This design comes from an exercise in tuning for small area, a short achievable clock period and few clock cycles on the open sky130 flow, not from production work. In this exercise RTL edits were held to simulation tests only and were not proved equivalent to the original.

==> run C: inputs <==
==> flow/design.v (excerpt) <==
module fc_layer_top (
	input  logic                     clk,
	input  logic                     reset_n,
	input  logic                     i_run,       
	input  fc_ctrl_pkg::cnt_t        i_num_cnt,   
	input  fc_data_pkg::data_t       i_node,      
	input  fc_data_pkg::weight_vec_t i_weights,   
	output logic                     o_idle,
	output logic                     o_read,
	output logic                     o_write,
	output logic                     o_done,
	output fc_ctrl_pkg::mem_req_t    o_mem_req,
	output fc_data_pkg::result_vec_t o_results
);
==> flow/config.mk <==
export PLATFORM = sky130hd
export DESIGN_NAME = fc_layer_top
export DESIGN_NICKNAME = fc_layer_top
export VERILOG_FILES = /design/flow/design.v
export SDC_FILE = /design/flow/constraint.sdc
export NUM_CORES = 4
export LEC_CHECK = 0
export CAP_MARGIN = 20
export CORE_MARGIN = 2
export CORE_UTILIZATION = 40
export CTS_CLUSTER_DIAMETER = 100
export CTS_CLUSTER_SIZE = 30
export SETUP_SLACK_MARGIN = 5.0
export SLEW_MARGIN = 20
==> flow/constraint.sdc <==
create_clock -name core_clock -period 8.0 [get_ports {clk}]
set_input_delay 1.6000 -clock core_clock [delete_from_list [all_inputs] [get_ports {clk}]]
set_output_delay 1.6000 -clock core_clock [all_outputs]
set_load 0.01 [all_outputs]
standard.sh (not shown) runs the stock make flow with config.mk's settings and CLKGATE_MAP_FILE= SYNTH_SCRIPT=/design/flow/synth_recipe.tcl, a recipe that flattens the netlist after the stock synthesis.
==> flow/flow/run.sh <==
#!/bin/bash
# Standard layout (standard.sh, unchanged synthesis), with two changes:
# plain buffers on the ports instead of delay buffers, and timing repair
# aiming further below the clock period. The make output goes to make.log in
# the work folder; ORFS keeps each step's own log under orfs/logs/.
set -euo pipefail
cd "$(dirname "$0")/.."
bash standard.sh "BUFFER_PORTS_ARGS=-buffer_cell sky130_fd_sc_hd__buf_2" \
	SETUP_SLACK_MARGIN=5.2 finish > make.log 2>&1
==> inputs of run G, as changes to run C <==
--- a/flow/flow/run.sh
+++ b/flow/flow/run.sh
@@ -6,4 +6,4 @@
 set -euo pipefail
 cd "$(dirname "$0")/.."
 bash standard.sh "BUFFER_PORTS_ARGS=-buffer_cell sky130_fd_sc_hd__buf_2" \
-	SETUP_SLACK_MARGIN=5.2 finish > make.log 2>&1
+	SETUP_SLACK_MARGIN=5.3 finish > make.log 2>&1
ABC_AREA = 1   (was default)
CORE_UTILIZATION = 55   (was 40)
PLACE_DENSITY = 0.7   (was default)
==> inputs of run F, as changes to run C <==
--- a/flow/flow/run.sh
+++ b/flow/flow/run.sh
@@ -6,4 +6,4 @@
 set -euo pipefail
 cd "$(dirname "$0")/.."
 bash standard.sh "BUFFER_PORTS_ARGS=-buffer_cell sky130_fd_sc_hd__buf_2" \
-	SETUP_SLACK_MARGIN=5.2 finish > make.log 2>&1
+	SETUP_SLACK_MARGIN=5.3 finish > make.log 2>&1
CAP_MARGIN = 10   (was 20)
CORE_UTILIZATION = 55   (was 40)
PLACE_DENSITY = 0.7   (was default)
SLEW_MARGIN = 10   (was 20)
==> run notes <==
- Non-Filler Cell Area, Final: 18700 sq um
- Total die area: 31900 sq um
- Final clock-cell share: 2.67%
- Final worst setup slack: 5.31 ns
- Tapcell Cnt: 390
- Status: timing/DRC/antenna clean
- Crit path from: busy_o_q
- Met3 WL: 1.67 mm
- Fmax: 372 MHz
- RSZ-0062 raised after global routing: true
[end of results for run F]
==> run notes <==
- Final Core Density: 44.9%
- Met3 WL: 1.63 mm
- Grt ovf: 0
- Final worst setup slack: 5.24 ns
- Total die area: 43600 sq um
- Fmax: 363 MHz
- Status: timing/DRC/antenna clean
- Largest family of logic cells by synthesized area: adder cells
- Final clock-cell share: 2.85%
- Non-Filler Cell Area, Final: 18700 sq um
- GRT busiest layer: met2
- Tapcell Cnt: 539
[end of results for run C]
==> run notes <==
- Status: timing/DRC/antenna clean
- Crit-path cells: fa_1 -> ha_2 -> fa_2 -> nand3_2 -> nand3_4 -> a21boi_4 -> nor2_2 -> nor2_2 -> nor2_2 -> or2_4 -> ha_4 -> nor2_1
- Final std cells w/o fill: 2400
- Met3 WL: 2.06 mm
- Total die area: 31800 sq um
- Reg2Reg Depth: 12
- Final worst setup slack: 5.29 ns
- Final clock-cell share: 2.33%
- Critical Path Sink: g_lane[0].u_mac_core.nodec_n_q
- Tapcell Cnt: 390
- Fmax: 369 MHz
- Clk sinks: 303
- Crit path from: g_lane[0].u_mac_core.pp_q[16]
- RSZ-0062 raised after global routing: true
[end of results for run G]
Testbench counts of run C, summed over its fixed seeds: cycles 36,227.
Testbench counts of run G, summed over its fixed seeds: cycles 36,227.
Testbench counts of run F, summed over its fixed seeds: cycles 36,227.

==> port drivers added, routing unchanged <==
How much do the figures lean on ideal ports? The routed layouts below were timed once more, with nothing changed but the port constraints.
Step 1 (the two cells are an assumption about what drives the block):
set clk [get_ports {clk}]
set_driving_cell -lib_cell sky130_fd_sc_hd__clkbuf_16 $clk
set_driving_cell -lib_cell sky130_fd_sc_hd__buf_2 [delete_from_list [all_inputs] $clk]
Step 2, shift: input delay + t, output delay - t, t = (earliest + latest rising clock arrival at the registers) / 2. This alone moves slack from input paths to output paths.
a / b / c = ideal ports / drivers / drivers and shift; a / b = the first two.
run | t (ns) | slack for setup (ns) | clock arrival spread, ns
run C | 0.585 | 5.244 / 5.185 / 5.026 | 0.032 / 0.032
run G | 0.553 | 5.288 / 5.262 / 5.255 | 0.030 / 0.031
run F | 0.551 | 5.313 / 5.266 / 4.946 | 0.034 / 0.033
After both steps setup and hold are still met in every run listed. The setup slack of run F, which loses most, moves by -0.047 ns with the drivers and by -0.367 ns with both steps.
